From an optimization exercise on the open Yosys and OpenROAD flow, aimed at small area and a short achievable clock period; shortcuts taken in it are not production practice. Function was checked by simulation only, so behaviour that the tests miss may differ from the original. No activity file was given, so power comes from the tool's default toggle rates.

--- design.v ---
module main_mem_responder #(
  parameter int ADDR_W  = 8,
  parameter int LATENCY = 4
) (
  input  logic        clk,
  input  logic        rst,
  input  logic        MemoryRequest,
  input  logic        MemoryWriteEnable,
  input  logic [15:0] MemoryAddressIn,
  input  logic [15:0] MemoryDataIn,
  output logic        MemStall,
  output logic        MemDataValid,
  output logic [15:0] MemDataOut,
  output logic [15:0] MemAddressOut
);
  localparam int DEPTH = 1 << ADDR_W;
  logic [15:0]        mem_q [DEPTH];
  logic [LATENCY-1:0] vld_q;
  logic [15:0]        addr_q [LATENCY];
  logic [15:0]        data_q [LATENCY];
  logic [ADDR_W-1:0] word_idx;
  logic              in_flight;
  logic              rd_accept;
  logic              wr_accept;
  logic              unused_addr_bits;
  assign word_idx         = MemoryAddressIn[ADDR_W:1];
  assign unused_addr_bits = ^{MemoryAddressIn[15:ADDR_W+1], MemoryAddressIn[0]};
  assign in_flight = |vld_q[LATENCY-2:0];
  assign MemStall  = rst & MemoryRequest & MemoryWriteEnable & in_flight;
  assign rd_accept = rst & MemoryRequest & ~MemoryWriteEnable;
  assign wr_accept = rst & MemoryRequest & MemoryWriteEnable & ~in_flight;
  always_ff @(posedge clk) begin
    if (wr_accept) begin
      mem_q[word_idx] <= MemoryDataIn;
    end
  end
  always_ff @(posedge clk) begin
    if (!rst) begin
      vld_q <= '0;
      for (int i = 0; i < LATENCY; i++) begin
        addr_q[i] <= '0;
        data_q[i] <= '0;
      end
    end else begin
      vld_q     <= {vld_q[LATENCY-2:0], rd_accept};
      addr_q[0] <= rd_accept ? MemoryAddressIn : 16'h0000;
      data_q[0] <= rd_accept ? mem_q[word_idx] : 16'h0000;
      for (int i = 1; i < LATENCY; i++) begin
        addr_q[i] <= addr_q[i-1];
        data_q[i] <= data_q[i-1];
      end
    end
  end
  assign MemDataValid  = vld_q[LATENCY-1];
  assign MemDataOut    = data_q[LATENCY-1];
  assign MemAddressOut = addr_q[LATENCY-1];
endmodule
--- run.sh ---
#!/bin/bash
# synth_recipe.tcl (not shown) runs the flow's synth.tcl, then flattens the netlist and writes it again
# the make line also repeats each setting of config.mk as NAME=value (left out here)
make -C /OpenROAD-flow-scripts/flow DESIGN_CONFIG=/design/flow/config.mk WORK_HOME=/design/flow/orfs CLKGATE_MAP_FILE= SYNTH_SCRIPT=/design/flow/synth_recipe.tcl finish
--- config.mk ---
export PLATFORM = sky130hd
export DESIGN_NAME = main_mem_responder
export DESIGN_NICKNAME = main_mem_responder
export VERILOG_FILES = /design/flow/design.v
export SDC_FILE = /design/flow/constraint.sdc
export NUM_CORES = 4
export LEC_CHECK = 0
export CAP_MARGIN = 20
export CORE_MARGIN = 2
export CORE_UTILIZATION = 40
export SLEW_MARGIN = 20
--- constraint.sdc ---
create_clock -name core_clock -period 3.5 [get_ports {clk}]
set_input_delay 0.7000 -clock core_clock [delete_from_list [all_inputs] [get_ports {clk}]]
set_output_delay 0.7000 -clock core_clock [all_outputs]
set_load 0.01 [all_outputs]
==> flow_summary_export.csv <==
group,metric,value,unit
cts,cts_buffers,424,
pwr,seqPwrFrac,52.8,%
layout,instances_no_fill,14100,
route,vias_per_cell,5.74,
synthesis,synth_warnings,3,
layout,layout-drive-gt1-share,30.2,%
route,wl_per_cell,30.7,um
sta,whs,0.162,ns
sta,fmax,0.307,GHz
run,maxCapViolations,0,
global_routing,antenna_found_initial,20,
synthesis,ys_types,52,
cts,htree_levels,5,
floorplanning,start_util,40.1,%
setup_path,crit_arrival,4.06,ns
setup_path,start_kind,"input pin",
sta,period_share,93.1,%
global_routing,grt_overflow,0,
global_routing,grt_usage,21.0,%
sta,max_slew_margin,24.6,%
synthesis,ys_ff_latch,4228,
setup_path,cpLargestDelayFamily,"compound AO/OA/AOI/OAI gates",
route,routed_wl,434,mm
pwr,p_comb_share,5.2,%
cts,root_buffer,"clkbuf_16",
placement,hpwl,271,mm
pwr,ir_worst_vdd,0.421,mV
sta,timing_worst_slew_pin_value,1.11,ns
synthesis,synthTopCellsByCount,"edfxtp_1 (4096), mux4_2 (909), mux2i_1 (372)",
pwr,pwr-share-clk,42.0,%
sta,tns,0,ns
setup_path,r2r_slack,0.49,ns
sta,fin_ws,0.242,ns
layout,final_core_util,47.9,%
global_routing,grt_pass1_wl,615,mm
route,vias,81100,
synthesis,synth_top_area_share,76.4,%
synthesis,synth_top_cell_by_area,"edfxtp_1",
placement,dp_slack,-0.705,ns
route,dr.pass1.iters,6,
floorplanning,die_height,639,um
hold_path,hold_class,"in -> reg",
floorplanning,die_area,408000,um^2
pwr,total_power,105,mW
cts,numClockSinks,4228,
pwr,switching_share,21.2,%
placement,io_buffers,69,
setup_path,path_buf_inv,5,
layout,stdcell_area,192000,um^2
layout,fillers,32500,
floorplanning,pin_count,70,
sta,report.final.slew_viol_count,0,
cts,cts_resized,0,
placement,dpl-instance-area,179000,um^2
pwr,power_density,547,nW/um^2
cts,hold_buffers,0,
pwr,p_int,82.9,mW
floorplanning,row_count,233,
setup_path,cpMaxStageDelayCell,"o311ai_1",
synthesis,syn_nets,7461,
synthesis,syn_inst,7425,
layout,synthToLayoutAreaGrowth,19.3,%
sta,fin_crit,3.26,ns
synthesis,netlist_area,161000,um^2
synthesis,dominantRegCellSynth,"edfxtp_1",
cts,postCtsSetupRepairBufs,0,
sta,finClkSkew,0.0677,ns
cts,cts_buffer_depth,4,
pwr,p_leak,61.9,nW
global_routing,grt_pass1_vias,81500,
synthesis,synth_edf_count,4096,
setup_path,worstPathCellList,"buf_16, buf_12, buf_12, buf_12, buf_12, mux2i_1, a221oi_1, o21ai_0, o211ai_1, o311ai_1, a21oi_1",
pwr,p_sw,22.3,mW
cts,clk_pin_slew,0.06,ns
route,dr.first_iter.drc_count,9552,
global_routing,grt_max_degree,105,
floorplanning,coreArea,402000,um^2
setup_path,worstPathRequired,4.30,ns
placement,dp_cells,13300,
layout,final_nets,8515,
setup_path,crit_path_max_fanout,38,
route,drc,0,
synthesis,yosysMostFrequentCell,"edfxtp_1",
setup_path,max_stage_delay,0.96,ns
setup_path,path_class,"in -> reg",
sta,rsz0062_at_grt,"no",
placement,place_congestion,0.879,
cts,cts_tree,"yes",
outcome,outcome,"no timing/DRC/antenna violations",
synthesis,yosysSeqAreaShare,78.0,%
floorplanning,dieWidth,639,um
setup_path,endpoint_kind,"flip-flop",
cts,clk_latency,0.99,ns
synthesis,synth_area_leaders,"edfxtp_1 (76%), mux4_2 (13%), mux2i_1 (2.3%)",
sta,setup_violations,0,
synthesis,async_reset_ff_share,0,%
setup_path,cp_common_cell,"buf_12",
synthesis,syn_area_per_cell,21.7,um^2
sta,finalHoldViolCount,0,
route,ant_nets,0,
## path summary, 6_finish.rpt
check | start | endpoint | depth (start not counted)
worst max register to register | mem_q[127][3] | data_q[0][3] | 6
worst min-delay path | MemoryDataIn[10] | mem_q[18][10] | 1
worst min register to register | addr_q[1][15] | addr_q[2][15] | 1
worst max-delay path | MemoryAddressIn[1] | data_q[0][5] | 11
## final cells by class
cell class / count / area, um^2 / area share [%]
Clock inverter: 225 / 2000 / 1.04
Timing Repair Buffer: 1091 / 13200 / 6.87
Clock buffer: 555 / 11400 / 5.93
Inverter: 4 / 20.0 / 0.0104
Tap cell: 5287 / 6620 / 3.44
Multi-Input combinational cell: 2730 / 33300 / 17.3
Sequential cell: 4228 / 126000 / 65.4
Antenna cell: 5 / 12.5 / 0.00651
## logic make-up (layout without fill, tap and decap cells)
kind of cell,Yosys count,in the layout,share of synthesized area (%)
DFF,4228,4228,78.0
muxes,1301,1301,15.2
other,0,5,0
and+or+nand+nor,721,721,2.16
AOI/OAI and AO/OA,708,708,3.19
buffers and inverters,467,1875,1.49
## cells in the final DEF, fill, tap and decap left out, types with 17 or more instances in the layout
cell type / n
clkinv_1: 81
a221oi_1: 32
edfxtp_1: 4096
o2111ai_1: 49
buf_8: 17
nand3_1: 148
bufinv_16: 32
o22ai_1: 17
and3_1: 49
o211ai_1: 32
nand4_1: 31
o21ai_0: 65
nor2_1: 250
buf_12: 380
nand2_1: 29
mux4_2: 909
inv_6: 17
and2_1: 115
a22o_1: 78
mux2i_1: 372
nor2_2: 51
a22oi_1: 147
clkdlybuf4s50_1: 45
clkbuf_1: 110
a31oi_1: 64
clkbuf_16: 432
dfxtp_1: 132
buf_4: 645
clkinv_2: 76
a21oi_1: 97
## power groups by stage
stage	Sequential (mW)	Combinational [mW]	Clock, mW
floorplan	56.6	2.46	0
global placement	56.6	5.42	0
detailed placement	56.6	5.51	0
CTS	55.5	5.52	44.9
global route	55.5	5.72	46.7
finish	55.5	5.47	44.2
## flip-flops by register name, summed over array words and instances, names as in the netlist
signal	flops
addr_q	64
data_q	64
mem_q	4096
vld_q	4
## worst reg2reg max path, cell delays in order (launching register included)
cell,delay [ns]
edfxtp_1,0.37
mux4_2,0.49
mux4_2,0.55
a22o_1,0.31
a211o_1,0.43
a31oi_1,0.64
a21oi_1,0.11
## routing by layer
layer	wire length (um)	up-vias	GRT usage [%]	share of wire, %
met2	206000	3537	33.6	48
met1	179000	43400	29.6	41
met3	34100	643	3.30	7.8
met5	13	-	0	0.0030
li1	-	33400	-	-
met4	15000	2	6.68	3.5

-- afterwards: timing with drivers on the ports --
Ports are ideal in the flow. The routed layout listed here was re-timed in OpenROAD.
Step 1 (the two cells are an assumption about what drives the block):
set clk [get_ports {clk}]
set_driving_cell -lib_cell sky130_fd_sc_hd__clkbuf_16 $clk
set_driving_cell -lib_cell sky130_fd_sc_hd__buf_2 [delete_from_list [all_inputs] $clk]
Step 2 times the ports against the registers' clock, not the clock port: input delays grow and output delays shrink by t, the midpoint of the rising clock arrivals with the driver on.
Three values: ideal, step 1, step 2; two values: the first two.
shift t [ns]: 1.058
slack for setup (ns): 0.242 / 0.262 / -0.796
worst hold slack (ns): 0.162 / 0.103 / 0.433
worst setup path at the end: input to register
worst slew at a driven data input, ns: 0.13
With both steps, setup timing fails in this run, where it was met with ideal ports. The setup slack of this run moves by +0.020 ns with the drivers and by -1.038 ns with both steps.
